Context: an optimization exercise on an open-source flow, tuned for small area, a short achievable clock period and few clock cycles per item. The choices shown serve that exercise and are no tape-out recipe. Function was checked by simulation only, so behaviour that the tests miss may differ from the original. The flow treats the clock pin as an ideal source, which a real chip does not have. Power is estimated from default activity; no workload was simulated.

File: flow/design.v
module factorial_core #(
    parameter int unsigned MAX_N = 20
) (
    input  logic             clk,
    input  logic             reset_n,
    input  logic             fifo_empty,
    input  logic [31:0]      fifo_dout,
    output logic             fifo_rd_en,
    output logic [63:0]      result,
    output logic             result_valid,
    input  logic             result_ready,
    output logic             overflow,
    output logic             busy
);
    logic        r_ok;
    logic        r_hs;
    logic        r_z;
    logic        w_pend;     
    logic        w_v0;       
    logic        w_v1;       
    logic [4:0]  r_c0;       
    logic [4:0]  r_c1;       
    logic [4:0]  w_code;
    logic        w_hs;
    logic        w_rd;
    logic [63:0] w_fact;
    assign w_code = {fifo_dout[4:3] | {2{|fifo_dout[31:5]}}, fifo_dout[2:0]};
    assign w_pend = r_hs && !r_z;
    assign w_v0   = r_ok ? r_z : r_hs;
    assign w_v1   = !r_ok && r_hs && r_z;
    assign w_hs   = w_v0 && result_ready;
    assign w_rd   = !fifo_empty && (r_ok || (r_hs && result_ready));
    logic w_l000;
    logic w_l001;
    logic w_l002;
    logic w_l003;
    logic w_l004;
    logic w_l005;
    logic w_l006;
    logic w_l007;
    logic w_l008;
    logic w_l009;
    logic w_l010;
    logic w_l011;
    logic w_l012;
    logic w_l013;
    logic w_l014;
    logic w_l015;
    logic w_l016;
    logic w_l017;
    logic w_l018;
    logic w_l019;
    logic w_l020;
    logic w_l021;
    logic w_l022;
    logic w_l023;
    logic w_l024;
    logic w_l025;
    logic w_l026;
    logic w_l027;
    logic w_l028;
    logic w_l029;
    logic w_l030;
    logic w_l031;
    logic w_l032;
    logic w_l033;
    logic w_l034;
    logic w_l035;
    logic w_l036;
    logic w_l037;
    logic w_l038;
    logic w_l039;
    logic w_l040;
    logic w_l041;
    assign w_l014 = r_c0[4] & ~r_c0[3];
    assign w_l015 = w_l014 & ~r_c0[2];
    assign w_fact[39] = w_l015 & r_c0[1];
    assign w_fact[47] = w_fact[39] & ~r_c0[0];
    assign w_l016 = ~(r_c0[1] | r_c0[0]);
    assign w_l017 = w_l016 & w_l014;
    assign w_fact[54] = w_l017 & r_c0[2];
    assign w_l018 = r_c0[1] & r_c0[0];
    assign w_fact[53] = w_l018 & w_l015;
    assign w_fact[55] = w_fact[53] | w_fact[54];
    assign w_l019 = ~r_c0[4] & r_c0[3];
    assign w_l020 = w_l019 & r_c0[2];
    assign w_fact[13] = w_l020 & ~r_c0[0];
    assign w_l021 = ~(w_l018 | w_l016);
    assign w_l022 = w_l021 & w_l015;
    assign w_fact[27] = w_l022 | w_fact[13];
    assign w_l023 = w_fact[27] & ~r_c0[1];
    assign w_fact[23] = w_l023 | w_fact[55];
    assign w_l024 = ~(w_l021 | r_c0[2]);
    assign w_l025 = w_l021 & r_c0[2];
    assign w_l026 = ~(w_l025 | w_l024);
    assign w_l027 = w_l018 & ~r_c0[2];
    assign w_fact[11] = ~w_l027 & w_l019;
    assign w_l028 = ~(w_l019 | w_l015);
    assign w_l029 = ~w_l028 & r_c0[1];
    assign w_l030 = w_l015 & ~r_c0[1];
    assign w_l031 = ~(w_l030 | w_l017);
    assign w_l032 = w_l026 & w_l019;
    assign w_fact[18] = w_l032 | ~w_l031;
    assign w_l033 = w_fact[18] & ~r_c0[2];
    assign w_fact[16] = w_l033 | w_l029;
    assign w_l034 = ~w_fact[16] & w_fact[11];
    assign w_l035 = w_l019 & ~r_c0[2];
    assign w_l036 = w_l035 & r_c0[1];
    assign w_fact[10] = w_l036 | w_l034;
    assign w_l037 = w_fact[10] & r_c0[0];
    assign w_l038 = w_l020 & r_c0[0];
    assign w_fact[41] = w_l017 | w_l015;
    assign w_l039 = ~(w_fact[41] | w_l038);
    assign w_fact[25] = ~w_l039 | w_l037;
    assign w_fact[37] = w_fact[25] & w_l026;
    assign w_fact[46] = w_fact[37] & w_fact[23];
    assign w_fact[42] = w_fact[54] | w_fact[47];
    assign w_l040 = ~(w_l039 | w_fact[10]);
    assign w_l041 = ~(w_l040 | w_fact[27]);
    assign w_fact[26] = ~(w_l041 | w_fact[42]);
    assign w_l000 = w_fact[26] & r_c0[1];
    assign w_fact[36] = w_l000 | w_fact[46];
    assign w_fact[45] = w_fact[54] | w_fact[39];
    assign w_fact[17] = w_l029 & ~w_l027;
    assign w_fact[20] = w_fact[17] | w_l017;
    assign w_l001 = w_fact[20] & w_fact[27];
    assign w_fact[34] = w_l001 | ~w_l031;
    assign w_l002 = r_c0[1] & ~r_c0[0];
    assign w_fact[33] = ~w_l002 & w_l015;
    assign w_fact[32] = ~(w_l039 | w_l026);
    assign w_fact[31] = w_fact[46] | w_fact[47];
    assign w_fact[44] = w_l015 & ~r_c0[0];
    assign w_fact[29] = w_l038 | w_l030;
    assign w_fact[30] = w_fact[29] | w_l001;
    assign w_fact[24] = w_fact[29] & ~w_fact[27];
    assign w_l003 = ~w_l002 & w_l020;
    assign w_fact[28] = w_l003 | w_fact[24];
    assign w_l004 = w_fact[16] & ~w_fact[53];
    assign w_fact[22] = w_l004 & w_fact[25];
    assign w_fact[21] = w_fact[20] | w_l037;
    assign w_l005 = ~(w_fact[32] | w_fact[27]);
    assign w_fact[19] = ~(w_l005 | w_fact[44]);
    assign w_fact[15] = ~(w_l028 | r_c0[1]);
    assign w_l006 = w_l002 & w_l035;
    assign w_fact[14] = w_l006 | w_l003;
    assign w_l007 = ~(r_c0[4] | r_c0[3]);
    assign w_fact[4] = w_l007 & r_c0[2];
    assign w_l008 = w_fact[4] & r_c0[1];
    assign w_l009 = w_l035 & ~r_c0[1];
    assign w_fact[7] = w_l009 | w_l008;
    assign w_l010 = ~(w_fact[7] | w_l020);
    assign w_l011 = ~(w_l010 | w_l021);
    assign w_fact[12] = w_l011 | w_l036;
    assign w_fact[40] = w_l040 & ~w_fact[47];
    assign w_fact[9] = w_l008 | w_l006;
    assign w_l012 = w_fact[4] & w_l018;
    assign w_fact[8] = w_l012 | w_l035;
    assign w_fact[6] = w_l007 & w_l025;
    assign w_fact[5] = w_fact[4] & r_c0[0];
    assign w_fact[3] = w_fact[4] & ~r_c0[1];
    assign w_fact[2] = w_l007 & w_l027;
    assign w_l013 = w_l007 & ~r_c0[2];
    assign w_fact[1] = w_l013 & r_c0[1];
    assign w_fact[0] = w_l013 & ~r_c0[1];
    assign { w_fact[63:56], w_fact[52:48], w_fact[43], w_fact[38], w_fact[35] } = { 2'h0, w_fact[54], 4'h0, w_fact[55], w_fact[39], 1'h0, w_fact[47], w_fact[42], w_fact[46], w_fact[39], w_fact[31], w_fact[31] };
    assign fifo_rd_en   = w_rd;
    assign result       = w_fact;
    assign overflow     = r_c0 > 5'(MAX_N);
    assign result_valid = w_v0;
    assign busy         = w_v0 || w_pend;
    logic w_nv0;
    logic w_nv1;
    logic w_nok;
    always_comb begin
        if (w_v0) begin
            w_nv0 = !w_hs || w_v1 || w_pend;
            w_nv1 = !w_hs && (w_v1 || w_pend);
        end else begin
            w_nv0 = w_pend;
            w_nv1 = 1'b0;
        end
        w_nok = !w_nv1 && !(w_nv0 && w_rd);
    end
    always_ff @(posedge clk or negedge reset_n) begin
        if (!reset_n) begin
            r_ok <= 1'b0;
            r_hs <= 1'b0;
            r_z  <= 1'b0;
        end else begin
            r_ok <= w_nok;
            r_hs <= w_nok ? (w_rd && !w_nv0) : 1'b1;
            r_z  <= w_nok ? w_nv0 : w_nv1;
        end
    end
    always_ff @(posedge clk) begin
        if (w_hs || !w_v0) r_c0 <= w_v1 ? r_c1 : w_code;
        if (w_hs || !w_v1) r_c1 <= w_code;
    end
endmodule
File: flow/constraint.sdc
create_clock -name core_clock -period 10.0 [get_ports {clk}]
set_input_delay 2.0000 -clock core_clock [delete_from_list [all_inputs] [get_ports {clk}]]
set_output_delay 2.0000 -clock core_clock [all_outputs]
set_load 0.01 [all_outputs]
File: flow/flow/run.sh
#!/bin/bash
set -euo pipefail
here=$(pwd)
{
  cat <<'EOT'
proc use_flow_abc_script {name1 name2 op} {
  upvar #0 abc_args a
  set i [lsearch -exact $a -script]
  if {$i >= 0 && [lindex $a [expr {$i + 1}]] ne $::env(FLOW_ABC_SCRIPT)} {
    lset a [expr {$i + 1}] $::env(FLOW_ABC_SCRIPT)
  }
}
trace add variable ::abc_args write use_flow_abc_script
# no half/full adder cells: they would only come from XORs in the table
set ::env(ADDER_MAP_FILE) ""
EOT
  cat synth_recipe.tcl
} > flow_synth.tcl
export FLOW_ABC_SCRIPT="$here/flow/area.abc"
sed "s#SYNTH_SCRIPT=[^ ]*#SYNTH_SCRIPT=$here/flow_synth.tcl#" standard.sh > flow_standard.sh
export BUFFER_PORTS_ARGS="-buffer_cell sky130_fd_sc_hd__buf_1"
export SETUP_SLACK_MARGIN=5.3
export SKIP_REPAIR_TIE_FANOUT=1
export PRE_CTS_TCL="$here/flow/upsize_rd.tcl"
for step in synth floorplan place cts route finish; do
  bash flow_standard.sh "$step" > "log_$step.txt" 2>&1
done
File: flow/config.mk
export PLATFORM = sky130hd
export DESIGN_NAME = factorial_core
export DESIGN_NICKNAME = factorial_core
export VERILOG_FILES = /design/flow/design.v
export SDC_FILE = /design/flow/constraint.sdc
export NUM_CORES = 4
export LEC_CHECK = 0
export ABC_AREA = 1
export CAP_MARGIN = 20
export CORE_AREA = 2 2 60 60
export DIE_AREA = 0 0 62 62
export SLEW_MARGIN = 20
File: flow/standard.sh
#!/bin/bash
# synth_recipe.tcl (not shown) runs the flow's synth.tcl, then flattens the netlist and writes it again
# the make line also repeats each setting of config.mk as NAME=value (left out here)
make -C /OpenROAD-flow-scripts/flow DESIGN_CONFIG=/design/flow/config.mk WORK_HOME=/design/flow/orfs CLKGATE_MAP_FILE= SYNTH_SCRIPT=/design/flow/synth_recipe.tcl "${@:-finish}"
File: flow/flow/upsize_rd.tcl
# Sourced before CTS: give the cells of fifo_rd_en's short path (the output
# buffer, the gates before it and the input buffers of fifo_empty and
# result_ready) the next drive strength. Flip-flops are left as they are.
proc rd_next_size {ref} {
  if {![regexp {^(sky130_fd_sc_hd__\w+)_(\d+)$} $ref -> base n]} { return "" }
  foreach m {2 4} {
    if {$m > $n && [llength [get_lib_cells -quiet */${base}_$m]] > 0} { return ${base}_$m }
  }
  return ""
}
proc rd_drivers {inst} {
  set out {}
  foreach pin [get_pins -of_objects $inst -filter "direction==input"] {
    set net [get_nets -quiet -of_objects $pin]
    if {$net eq ""} { continue }
    foreach drv [get_pins -quiet -of_objects $net -filter "direction==output"] {
      lappend out [get_cells -of_objects $drv]
    }
  }
  return $out
}
set level {}
foreach drv [get_pins -of_objects [get_nets fifo_rd_en] -filter "direction==output"] {
  lappend level [get_cells -of_objects $drv]
}
set seen {}
for {set depth 0} {$depth < 4 && [llength $level] > 0} {incr depth} {
  set next {}
  foreach inst $level {
    set name [get_full_name $inst]
    if {[lsearch -exact $seen $name] >= 0} { continue }
    lappend seen $name
    set ref [get_property $inst ref_name]
    if {[string match "*df*" $ref]} { continue }
    set new [rd_next_size $ref]
    if {$new ne ""} {
      puts "upsize_rd: $name $ref -> $new"
      replace_cell $inst [lindex [get_lib_cells */$new] 0]
    }
    lappend next {*}[rd_drivers $inst]
  }
  set level $next
}
File: flow/flow/area.abc
strash; dch -f; map -a; mfs2; strash; dch -f; map -a; topo; stime -c; buffer -c; dnsize -c
==> results of run 1 <==
## synth_stat cells, types with 2 or more instances
cell       n
nand2_1   41
edfxtp_1  10
dfrtp_1    3
nor2_1    47
nor3_1     2
o21ai_0   12
a21oi_1    6
buf_4     16
inv_1     35
nor4_1     6
## cell families after synthesis
kind of cell / synth area share (%)
compound gates: 9.102
other cells: 0.3286
buf+inv: 22.81
flops: 32.89
xor+xnor: 0.7677
simple gates: 34.10
## area by class of cell
class / instances / area (um^2) / area share (%)
clock buffer: 4 / 26.28 / 1.768
inverter: 36 / 136.4 / 9.175
multi-input combinational: 120 / 511.7 / 34.43
sequential: 13 / 375.4 / 25.25
tap: 46 / 57.56 / 3.872
timing repair buffer: 98 / 379.1 / 25.51
## sequential cells by signal (all words and copies together), names as in the netlist
name / cells
r_c0: 5
r_c1: 5
r_z: 1
r_ok: 1
r_hs: 1
## through the flow
| step | hold WS, ns | std cells | setup WS [ns] | util, % |
|---|---|---|---|---|
| after floorplan | 0.4943 | 186 | 5.546 | - |
| after global placement | 0.5088 | 311 | 5.520 | 43.66 |
| after detailed placement | 0.5075 | 311 | 5.461 | 43.66 |
| after CTS | 0.5257 | 315 | 5.362 | 44.80 |
| after global routing | 0.5673 | 317 | 5.357 | 45.26 |
| final | 0.5238 | 317 | 5.512 | 45.26 |
## path summary, 6_finish.rpt
path	endpoint	cells after the start
setup reg to reg	r_c1[0]	4
setup / recovery	fifo_rd_en	4
max in group asynchronous	r_hs	1
hold / removal	r_c0[2]	2
min in group asynchronous	r_z	1
hold reg to reg	r_c0[2]	2
## worst max-delay path, stage by stage
cell and delay (ns):
buf_2 0.12, a21oi_2 0.17, nor2_2 0.06, buf_2 0.13
## repair_timing
| action | CTS | global route |
|---|---|---|
| endpoints found under the hold margin | 0 | 0 |
| gates resized for setup | 1 | 2 |
| endpoints found under the setup margin | 2 | 6 |
| buffers inserted | 0 | 2 |
## where the power goes
group	switching [W]	total, W	internal (W)
sequential	0.00000667	0.0000743	0.0000676
clock	0.0000162	0.0000316	0.0000154
combinational	0.0000522	0.0000757	0.0000234
total	0.0000751	0.000182	0.000106
## routing by layer
metal / up-vias / part of all wire [%] / GRT usage (%)
met4: 0 / 0.31 / 5.167
met3: 2 / 6.4 / 1.656
met1: 603 / 42 / 19.80
li1: 727 / - / -
met5: - / 0 / 0
met2: 52 / 51 / 29.61
==> impl_metrics.toml, run 1 <==
[outcome]
run_status = "no timing/DRC/antenna violations"

[final_layout]
finalNetCount = 308
fillCellCount = 400
drive_above_1_share_pct = 4.059
most-common-layout-cells = "buf_1 (93), nor2_1 (46), nand2_1 (41)"
final_common_cell = "buf_1"
syn2layout_area_growth_pct = 30.26
n_antenna_cell = 0
final_cell_area_um2 = 1486

[floorplan]
coreArea_um2 = 3284
die_area_um2 = 3844
rows = 21
die_h_um = 62
ioPinCount = 104
dieWidth_um = 62
start_util_pct = 34.74

[global_routing]
grt_usage_pct = 16.22
antenna_found_initial = 0
globalRouteOverflowTotal = 0
first_global_vias = 1151
grt_max_degree = 11
grt_pass1_wl_um = 4809

[drt]
drc = 0
drt_pass1_iterations = 4
drt_iter0_drc = 75
wl_per_cell_um = 10.09
vias_per_cell = 4.366
vias = 1384
drtAntennaViolNets = 0
wl_um = 3199

[clock_tree]
cts_tree = "built"
clock-sinks = 13
cts_made_buffers = 3
clk_pin_slew_worst_paths_ns = 0.08
clock_latency_ns = 0.27
cts_hold_buf = 0

[min_path]
hold_class = "reg -> reg"
hold_start = "r_c1[2]"

[placed_design]
place.gp.congestion = 0.8750
port_buffers = 96
dpl-instance-area_um2 = 1434
post-dp-hpwl_um = 2725

[pwr]
power_w = 0.0001815
ir_drop_mv = 0.08176
power.density_nw_per_um2 = 122.1
leakage_nw = 0.6911

[critical_path]
crit_type = "in -> out"
worst_ep_required_time_ns = 8.00
arrival_ns = 2.49
reg2reg_from = "r_ok"
reg2reg_slack_ns = 8.49
cp-startpoint = "result_ready"
start_kind = "input pin"
end_kind = "output pin"
critPathMaxFanout = 3

[synth]
synth.distinct_cells = 18
synth_fp_nets = 222
synth-seq-area-share_pct = 32.89
syn_area_um2 = 1141
synth_edf_count = 10
synthFlopType = "edfxtp_1"
yosysWarnings = 1
syn-instance-count = 186
ys_ff_latch = 13
synth_top_area_share_pct = 26.32
yosysTopAreaCell = "edfxtp_1"
synthArstFlopShare_pct = 23.08
postSynthAreaPerCell_um2 = 6.135
synthTopCellsByArea = "edfxtp_1 (26%), nor2_1 (15%), nand2_1 (13%), inv_1 (12%), buf_4 (11%)"

[sta]
finalSetupTns_ns = 0
skew_ns = 0.0007210
finalCritPeriodShare_pct = 44.88
hold_viol_final = 0
fmax_mhz = 222.8
setup_viol_count_final = 0
min_period_ns = 4.488
rsz0062_at_grt = "no"
drv_slew = 0

[flow_run]
drv_cap = 0
Testbench counts, summed over its fixed seeds: cycles 1,048, items 1,024.
==> inputs of run 2 (changes only) <==
--- a/flow/flow/upsize_rd.tcl
+++ b/flow/flow/upsize_rd.tcl
@@ -42,2 +42,4 @@
   set level $next
 }
+estimate_parasitics -placement
+repair_timing -setup -setup_margin 5.55 -sequence "sizeup,swap" -skip_buffering -skip_pin_swap
==> run 2 against run 1 <==
- still clean
- sequential share of layout area is essentially flat
- sequential power is essentially flat
- synthesized cell count is the same
- first-iteration DRC count grew 28%
- flip-flop and latch count is the same
- design area is essentially flat
- cell count shrank 0.32%
- via count grew 0.43%
- worst setup slack gained 0.033 ns
- maximum frequency grew 0.75%
- wire length shrank 0.91%
- worst hold slack is essentially flat
- highest routed layer unchanged
==> impl_metrics.toml, run 2 <==
[placed_design]
place.gp.congestion = 0.8750
port_buffers = 96
place_ws_ns = 5.461
post-dp-hpwl_um = 2725
dp_cells = 311

[global_routing]
grt_max_degree = 11
antenna_found_initial = 0
globalRouteOverflowTotal = 0
first_global_vias = 1153
grt_usage_pct = 16.22
grt_pass1_wl_um = 4802

[synth]
yosysWarnings = 1
synth-compound-area-share_pct = 9.101
synthTopCellsByCount = "nor2_1 (47), nand2_1 (41), inv_1 (35)"
synthFlopType = "edfxtp_1"
syn-instance-count = 186
post-synth-top-count-cell = "nor2_1"
synth_top_area_share_pct = 26.32
yosysTopAreaCell = "edfxtp_1"
synthTopCellsByArea = "edfxtp_1 (26%), nor2_1 (15%), nand2_1 (13%), inv_1 (12%), buf_4 (11%)"
muxShareOfSynthArea_pct = 0
synth_edf_count = 10
ys_ff_latch = 13
synth_xor_area_share_pct = 0.7675
yosys.area_share.adder_pct = 0
synth-seq-area-share_pct = 32.89
postSynthAreaPerCell_um2 = 6.135
synthArstFlopShare_pct = 23.08
synth_fp_nets = 222
synth-simple-area-share_pct = 34.10
syn_area_um2 = 1141
synth_top_family_by_area = "simple AND/OR/NAND/NOR gates"
synth.distinct_cells = 18

[floorplan]
dieWidth_um = 62
ioPinCount = 104
die_area_um2 = 3844
die_h_um = 62
coreArea_um2 = 3284
rows = 21
start_util_pct = 34.74

[final_layout]
finalNetCount = 307
final_common_cell = "buf_1"
instances_no_fill = 316
syn2layout_area_growth_pct = 30.37
top_regs = "r_c0 (5), r_c1 (5)"
drive_above_1_share_pct = 3.704
most-common-layout-cells = "buf_1 (93), nor2_1 (46), nand2_1 (41)"
n_antenna_cell = 0

[sta]
rsz0062_at_grt = "no"
skew_ns = 0.0002428
hold_viol_final = 0
min_period_ns = 4.454
fin_ws_ns = 5.546
drv_slew = 0
setup_viol_count_final = 0
hold_slack_ns = 0.5238
finalSetupTns_ns = 0
finalCritPeriodShare_pct = 44.54
fmax_mhz = 224.5

[drt]
drc = 0
wl_um = 3170
drtAntennaViolNets = 0
vias = 1390
wl_per_cell_um = 10.03
drt_pass1_iterations = 4
vias_per_cell = 4.399
drt_iter0_drc = 96

[critical_path]
arrival_ns = 2.45
worst_path_largest_cell_delay_ns = 0.16
crit_slowest_cell = "a21oi_2"
start_kind = "input pin"
crit_type = "in -> out"
critPathMaxFanout = 3
worst_ep_required_time_ns = 8.00
end_kind = "output pin"
path_cells = "buf_6 > a21oi_2 > nor2_2 > buf_2"

[clock_tree]
cts_hold_buf = 0
clk_pin_slew_worst_paths_ns = 0.08
clock-sinks = 13
cts_made_buffers = 3
cts_tree = "built"
clock_latency_ns = 0.27

[pwr]
ir_drop_mv = 0.08211
power_w = 0.0001811
power.density_nw_per_um2 = 121.7
leakage_nw = 0.6846

[outcome]
run_status = "no timing/DRC/antenna violations"

[flow_run]
drv_cap = 0

[min_path]
hold_class = "reg -> reg"
[run 2: cell counts after synthesis]
No cell type changed its count.
[run 2: critical path, delay by kind of cell]
kind                   cells  cell delay (ns)
AO/OA/AOI/OAI              1             0.16
buffers and inverters      2             0.23
AND/OR/NAND/NOR            1             0.06
[run 2: where the power goes]
group	switching [W]	internal [W]	total, W	leakage [nW]
Sequential	0.00000667	0.0000676	0.0000743	0.129
Clock	0.0000162	0.0000154	0.0000316	0.0150
Combinational	0.0000523	0.0000229	0.0000752	0.541
[run 2: layer usage]
layer,up-vias,GRT usage (%),share of wire [%]
met5,-,0,0
met4,0,5.775,0.76
met3,4,1.449,5.9
met2,54,29.32,51
met1,609,19.92,42
li1,723,-,-
[run 2: cells by family (layout without fill, tap and decap cells)]
| kind of cell | count (synthesis) | after routing |
|---|---|---|
| buffers and inverters | 53 | 137 |
| flip-flops | 13 | 13 |
| XOR/XNOR | 1 | 1 |
| other | 1 | 1 |
| AO/OA/AOI/OAI | 20 | 20 |
| AND/OR/NAND/NOR | 98 | 98 |
[run 2: stage by stage]
step	cell area, um^2	util [%]
detailed placement	1434	43.66
CTS	1488	45.30
floorplan	1141	-
finish	1488	45.30
global route	1488	45.30
global placement	1434	43.66
[run 2: cell type report]
class / count / area (um^2)
Fill cell: 398 / 1797
Clock buffer: 4 / 26.28
Sequential cell: 13 / 375.4
Multi-Input combinational cell: 120 / 511.7
Timing Repair Buffer: 97 / 377.9
Inverter: 36 / 138.9
Tap cell: 46 / 57.56
[run 2: timing repair]
action | CTS | global route
buffers inserted | 1 | 0
gates resized for setup | 2 | 2
setup endpoints to repair | 3 | 2
[run 2: final timing paths]
check	from	end	slack, ns	cells after the start
worst max-delay path	result_ready	fifo_rd_en	5.55	4
worst min-delay path	r_c1[2]	r_c0[2]	0.52	2
worst max register to register	r_ok	r_c1[1]	8.49	4
worst min register to register	r_c1[2]	r_c0[2]	0.52	2
max in group asynchronous	reset_n	r_hs	8.33	1
min in group asynchronous	reset_n	r_z	1.52	1
==> inputs of run 3 (changes only) <==
--- a/flow/flow/upsize_rd.tcl
+++ b/flow/flow/upsize_rd.tcl
@@ -43,3 +43,3 @@
 }
 estimate_parasitics -placement
-repair_timing -setup -setup_margin 5.55 -sequence "sizeup,swap" -skip_buffering -skip_pin_swap
+repair_timing -setup -setup_margin 5.65 -sequence "sizeup,swap" -skip_buffering -skip_pin_swap
==> run 3 against run 2 <==
- first-iteration DRC count fell by 27%
- sequential power rose by 0.9%
- design area rose by 1.4%
- cell count rose by 0.32%
- critical path type unchanged
- combinational power rose by 2.8%
- global-route usage rose by 0.21 points
- clock power barely moved
- worst setup slack improved by 0.0072 ns
- core utilization rose by 0.65 points
- maximum frequency rose by 0.16%
- sequential share of layout area fell by 0.36 points
- flip-flop and latch count did not move
- still clean
==> impl_metrics.toml, run 3 <==
[drt]
drt_pass1_iterations = 4
drtAntennaViolNets = 0
wl_met3_um = 195
dr_wl_met2_um = 1655
wl_um = 3190
drt-met1-wl_um = 1327
wl_per_cell_um = 10.06
vias = 1375
drc = 0
highest_layer = "met4"
drt_iter0_drc = 70
vias_per_cell = 4.338

[global_routing]
antenna_found_initial = 0
grt_pass1_wl_um = 4864
grt_usage_pct = 16.43
globalRouteOverflowTotal = 0
grt_max_degree = 11
first_global_vias = 1159

[placed_design]
post-dp-hpwl_um = 2725
place.gp.congestion = 0.8750
dp_cells = 311
port_buffers = 96
place_ws_ns = 5.461
dpl-instance-area_um2 = 1434

[pwr]
power.density_nw_per_um2 = 122.0
leakage_nw = 0.6921
ir_drop_mv = 0.08163

[synth]
synth.distinct_cells = 18
synthTopCellsByCount = "nor2_1 (47), nand2_1 (41), inv_1 (35)"
synth_edf_count = 10
yosysTopAreaCell = "edfxtp_1"
synth_fp_nets = 222
post-synth-top-count-cell = "nor2_1"
syn-instance-count = 186
synth-seq-area-share_pct = 32.89
synth_top_area_share_pct = 26.32
postSynthAreaPerCell_um2 = 6.135
yosysWarnings = 1
syn_area_um2 = 1141
ys_ff_latch = 13
synthTopCellsByArea = "edfxtp_1 (26%), nor2_1 (15%), nand2_1 (13%), inv_1 (12%), buf_4 (11%)"
synthArstFlopShare_pct = 23.08
synthFlopType = "edfxtp_1"

[sta]
finalCritPeriodShare_pct = 44.47
min_period_ns = 4.447
rsz0062_at_grt = "no"
setup_viol_count_final = 0
hold_viol_final = 0
drv_slew = 0
skew_ns = 0.0006361
finalSetupTns_ns = 0
fin_ws_ns = 5.553
fmax_mhz = 224.9

[final_layout]
top_regs = "r_c0 (5), r_c1 (5)"
final_cell_area_um2 = 1509
n_antenna_cell = 0
syn2layout_area_growth_pct = 32.24
finalNetCount = 308
drive_above_1_share_pct = 4.428
fillCellCount = 400
most-common-layout-cells = "buf_1 (93), nor2_1 (45), nand2_1 (41)"
final_common_cell = "buf_1"
seqCellArea_um2 = 375.4
instances_no_fill = 317
multi_input_area_um2 = 521.8

[floorplan]
die_h_um = 62
ioPinCount = 104
dieWidth_um = 62
start_util_pct = 34.74
die_area_um2 = 3844
coreArea_um2 = 3284
rows = 21

[critical_path]
worst_path_largest_cell_delay_ns = 0.15
crit_slowest_cell = "a21oi_4"
arrival_ns = 2.45
path_cells = "buf_8 > a21oi_4 > nor2_2 > buf_2"
reg2reg_slack_ns = 8.48
critPathMaxFanout = 3
cp-startpoint = "result_ready"
end_kind = "output pin"
start_kind = "input pin"
reg2reg_from = "r_hs"
worst_ep_required_time_ns = 8.00
crit_type = "in -> out"

[min_path]
hold_class = "reg -> reg"
hold_start = "r_c1[2]"

[clock_tree]
cts_made_buffers = 3
cts_hold_buf = 0
clock-sinks = 13
clk_pin_slew_worst_paths_ns = 0.08
clock_latency_ns = 0.27
cts_tree = "built"

[outcome]
run_status = "no timing/DRC/antenna violations"

[flow_run]
drv_cap = 0
run 3: cell counts after synthesis:
Identical to the previous run, type by type.
run 3: final timing paths:
path | end | depth (start not counted)
max in group asynchronous | r_hs | 1
worst min-delay path | r_c0[2] | 2
worst min register to register | r_c0[2] | 2
worst max-delay path | fifo_rd_en | 4
worst max register to register | r_c1[1] | 5
min in group asynchronous | r_z | 1
run 3: area by class of cell:
| cell class | instances | share of cell area, % |
|---|---|---|
| Clock buffer | 4 | 1.741 |
| Inverter | 36 | 9.204 |
| Multi-Input combinational cell | 120 | 34.58 |
| Sequential cell | 13 | 24.88 |
| Tap cell | 46 | 3.814 |
| Timing Repair Buffer | 98 | 25.79 |
run 3: routing by layer:
layer,vias to the layer above,global-route usage (%)
li1,726,-
met1,597,19.92
met2,50,30.21
met3,2,1.656
met4,0,5.167
met5,-,0
run 3: critical path: cells and delay by family:
kind	cells	cell delay, ns
buf+inv	2	0.23
compound gates	1	0.15
simple gates	1	0.06
run 3: report_power, final:
part | total, W | internal (W) | leakage [nW] | switching [W]
clock | 0.0000317 | 0.0000154 | 0.0150 | 0.0000163
combinational | 0.0000773 | 0.0000246 | 0.548 | 0.0000527
sequential | 0.0000750 | 0.0000676 | 0.129 | 0.00000742
total | 0.000184 | 0.000108 | 0.692 | 0.0000765
run 3: logic make-up (layout without fill, tap and decap cells):
logic type,after synthesis,count (layout),share of synthesized area (%)
XOR/XNOR,1,1,0.7677
AND/OR/NAND/NOR,98,98,34.10
AO/OA/AOI/OAI,20,20,9.102
buffers and inverters,53,138,22.81
flip-flops,13,13,32.89
other,1,1,0.3286
run 3: through the flow:
stage | hold slack, ns | power (W) | utilization, %
global placement | 0.5088 | 0.0001457 | 43.66
detailed placement | 0.5075 | 0.0001469 | 43.66
CTS | 0.5257 | 0.0001829 | 45.49
global route | 0.5673 | 0.0001994 | 45.94
floorplan | 0.4943 | 0.0001232 | -
finish | 0.5239 | 0.0001841 | 45.94
run 3: timing repair:
action / 4_1_cts / 5_1_grt
gates cloned: 0 / 0
gates resized for setup: 7 / 0
endpoints found under the setup margin: 4 / 3
buffers inserted: 0 / 2
==> inputs of run 4 (changes only) <==
--- a/flow/flow/upsize_rd.tcl
+++ b/flow/flow/upsize_rd.tcl
@@ -1,5 +1,7 @@
 # Sourced before CTS: give the cells of fifo_rd_en's short path (the output
 # buffer, the gates before it and the input buffers of fifo_empty and
-# result_ready) the next drive strength. Flip-flops are left as they are.
+# result_ready) the next drive strength, then let repair size up (no new
+# buffers) whatever is still below a 5.55 ns setup margin. Flip-flops are left
+# as they are.
 proc rd_next_size {ref} {
   if {![regexp {^(sky130_fd_sc_hd__\w+)_(\d+)$} $ref -> base n]} { return "" }
@@ -43,3 +45,3 @@
 }
 estimate_parasitics -placement
-repair_timing -setup -setup_margin 5.65 -sequence "sizeup,swap" -skip_buffering -skip_pin_swap
+repair_timing -setup -setup_margin 5.55 -sequence "sizeup,swap" -skip_buffering -skip_pin_swap
==> run 4 against run 3 <==
- still clean on timing, DRC and antenna
- area after synthesis did not move
- die area did not move
- clock-buffer cell count did not move
- first-iteration DRC count rose by 37%
- cell count fell by 0.32%
- non-clock buffer count fell by 1
- sequential share of layout area rose by 0.36 points
- sequential power fell by 0.9%
- worst hold slack barely moved
- core utilization fell by 0.65 points
- largest cell class unchanged
- largest power group unchanged
==> impl_metrics.toml, run 4 <==
[clock_tree]
clk_pin_slew_worst_paths_ns = 0.08
clock_latency_ns = 0.27
cts_tree = "built"
cts_made_buffers = 3
clock-sinks = 13
cts_hold_buf = 0

[global_routing]
grt_pass1_wl_um = 4802
grt_usage_pct = 16.22
antenna_found_initial = 0
first_global_vias = 1153
grt_max_degree = 11
globalRouteOverflowTotal = 0

[drt]
vias = 1390
drtAntennaViolNets = 0
wl_per_cell_um = 10.03
drt_pass1_iterations = 4
drt_iter0_drc = 96
drc = 0
wl_um = 3170
vias_per_cell = 4.399

[final_layout]
top_regs = "r_c0 (5), r_c1 (5)"
fillCellCount = 398
multi_input_area_um2 = 511.7
most-common-layout-cells = "buf_1 (93), nor2_1 (46), nand2_1 (41)"
syn2layout_area_growth_pct = 30.37
drive_above_1_share_pct = 3.704
finalNetCount = 307
n_antenna_cell = 0
finalCoreUtilization_pct = 45.30
seqCellArea_um2 = 375.4
final_common_cell = "buf_1"

[synth]
synthTopCellsByArea = "edfxtp_1 (26%), nor2_1 (15%), nand2_1 (13%), inv_1 (12%), buf_4 (11%)"
yosys.area_share.adder_pct = 0
synth_top_family_by_area = "simple AND/OR/NAND/NOR gates"
synth_edf_count = 10
syn-instance-count = 186
ys_ff_latch = 13
synth-seq-area-share_pct = 32.89
post-synth-top-count-cell = "nor2_1"
synth-compound-area-share_pct = 9.101
synthFlopType = "edfxtp_1"
synth_xor_area_share_pct = 0.7675
synth_top_area_share_pct = 26.32
yosysTopAreaCell = "edfxtp_1"
synthArstFlopShare_pct = 23.08
yosysWarnings = 1
postSynthAreaPerCell_um2 = 6.135
muxShareOfSynthArea_pct = 0
synth-simple-area-share_pct = 34.10
synth.distinct_cells = 18
synth_fp_nets = 222
syn_area_um2 = 1141
synthTopCellsByCount = "nor2_1 (47), nand2_1 (41), inv_1 (35)"

[placed_design]
post-dp-hpwl_um = 2725
port_buffers = 96
place.gp.congestion = 0.8750

[floorplan]
die_h_um = 62
coreArea_um2 = 3284
die_area_um2 = 3844
start_util_pct = 34.74
ioPinCount = 104
rows = 21
dieWidth_um = 62

[critical_path]
crit_type = "in -> out"
critical_path_buf_inv_count = 2
start_kind = "input pin"
crit_slowest_cell = "a21oi_2"
path_cells = "buf_6 > a21oi_2 > nor2_2 > buf_2"
worst_path_largest_cell_delay_ns = 0.16
end_kind = "output pin"
path_delay_family = "buffers and inverters"
worst_ep_required_time_ns = 8.00
arrival_ns = 2.45
critPathMaxFanout = 3

[sta]
skew_ns = 0.0002428
min_period_ns = 4.454
rsz0062_at_grt = "no"
finalSetupTns_ns = 0
hold_viol_final = 0
drv_slew = 0
finalCritPeriodShare_pct = 44.54
setup_viol_count_final = 0
hold_slack_ns = 0.5238
fmax_mhz = 224.5

[pwr]
power.density_nw_per_um2 = 121.7
pwr-share-clk_pct = 17.5
p_seq_share_pct = 41.0
power_w = 0.0001811
leakage_nw = 0.6846
ir_drop_mv = 0.08211
p_sw_share_pct = 41.52
pwr-share-comb_pct = 41.5
p_int_w = 0.0001059
power_switching_w = 0.00007519

[min_path]
hold_class = "reg -> reg"

[outcome]
run_status = "no timing/DRC/antenna violations"

[flow_run]
drv_cap = 0
## run 4: power groups by stage
stage	logic [W]	registers, W	clock network (W)
floorplan	0.0000507	0.0000724	0
global placement	0.0000694	0.0000763	0
detailed placement	0.0000705	0.0000764	0
CTS	0.0000752	0.0000742	0.0000322
global route	0.0000860	0.0000749	0.0000352
finish	0.0000752	0.0000743	0.0000316
## run 4: layer usage
layer  global-route usage (%)  part of all wire (%)  up-vias  routed length [um]
met5                        0                     0        -                   0
met4                    5.775                  0.76        0                  24
met3                    1.449                   5.9        4                 188
met2                    29.32                    51       54                1611
met1                    19.92                    42      609                1346
li1                         -                     -      723                   -
## run 4: path summary, 6_finish.rpt
check,from,end,slack [ns],depth (start not counted)
setup / recovery,result_ready,fifo_rd_en,5.55,4
hold / removal,r_c1[2],r_c0[2],0.52,2
setup reg to reg,r_ok,r_c1[1],8.49,4
hold reg to reg,r_c1[2],r_c0[2],0.52,2
max in group asynchronous,reset_n,r_hs,8.33,1
min in group asynchronous,reset_n,r_z,1.52,1
## run 4: cell type report
type,count,share of cell area [%]
Sequential cell,13,25.23
Inverter,36,9.336
Timing Repair Buffer,97,25.40
Tap cell,46,3.869
Multi-Input combinational cell,120,34.40
Clock buffer,4,1.766
## run 4: what timing repair did
item                       4_1_cts  5_1_grt
setup endpoints to repair        3        2
buffers inserted                 1        0
gates resized for setup          2        2
## run 4: kinds of logic (layout without fill, tap and decap cells)
| family | after synthesis | in the layout |
|---|---|---|
| simple gates | 98 | 98 |
| flops | 13 | 13 |
| xor+xnor | 1 | 1 |
| other cells | 1 | 1 |
| compound gates | 20 | 20 |
| buf+inv | 53 | 137 |
## run 4: tightest hold or removal path: stages, from the launching register on
cell,delay [ns]
edfxtp_1,0.32
nand2_1,0.05
nand2_1,0.05
## run 4: stage by stage
stage | instances | instance area [um^2] | setup WS, ns
floorplan | 186 | 1141 | 5.546
global placement | 311 | 1434 | 5.520
detailed placement | 311 | 1434 | 5.461
CTS | 316 | 1488 | 5.506
global route | 316 | 1488 | 5.332
finish | 316 | 1488 | 5.546

==> afterwards: timing with drivers on the ports <==
The results above use ideal ports. As a check the final layouts listed here were re-extracted and re-timed, cells and wires unchanged.
Step 1 sets driving cells, clkbuf_16 on the clock port and buf_2 on the other inputs (assumed; they add their load-dependent delay and slew).
Step 2 times the ports against the registers' clock, not the clock port: input delays grow and output delays shrink by t, the midpoint of the rising clock arrivals with the driver on.
a / b / c = no drivers / after step 1 / after step 2; a / b = the first two.
| run | shift t [ns] | setup slack, ns | worst setup path at the end | latest minus earliest clock arrival (ns) | pins driven straight from the clock port |
|---|---|---|---|---|---|
| run 1 | 0.284 | 5.512 / 5.492 / 5.492 | input to output | 0.001 / 0.001 | 1 |
| run 2 | 0.284 | 5.546 / 5.513 / 5.513 | input to output | 0.001 / 0.000 | 1 |
| run 3 | 0.284 | 5.553 / 5.509 / 5.509 | input to output | 0.001 / 0.001 | 1 |
| run 4 | 0.284 | 5.546 / 5.513 / 5.513 | input to output | 0.001 / 0.000 | 1 |
After both steps setup and hold are still met in every run listed. For run 3, which loses most, drivers alone change the setup slack by -0.044 ns; drivers and shift together by -0.044 ns.
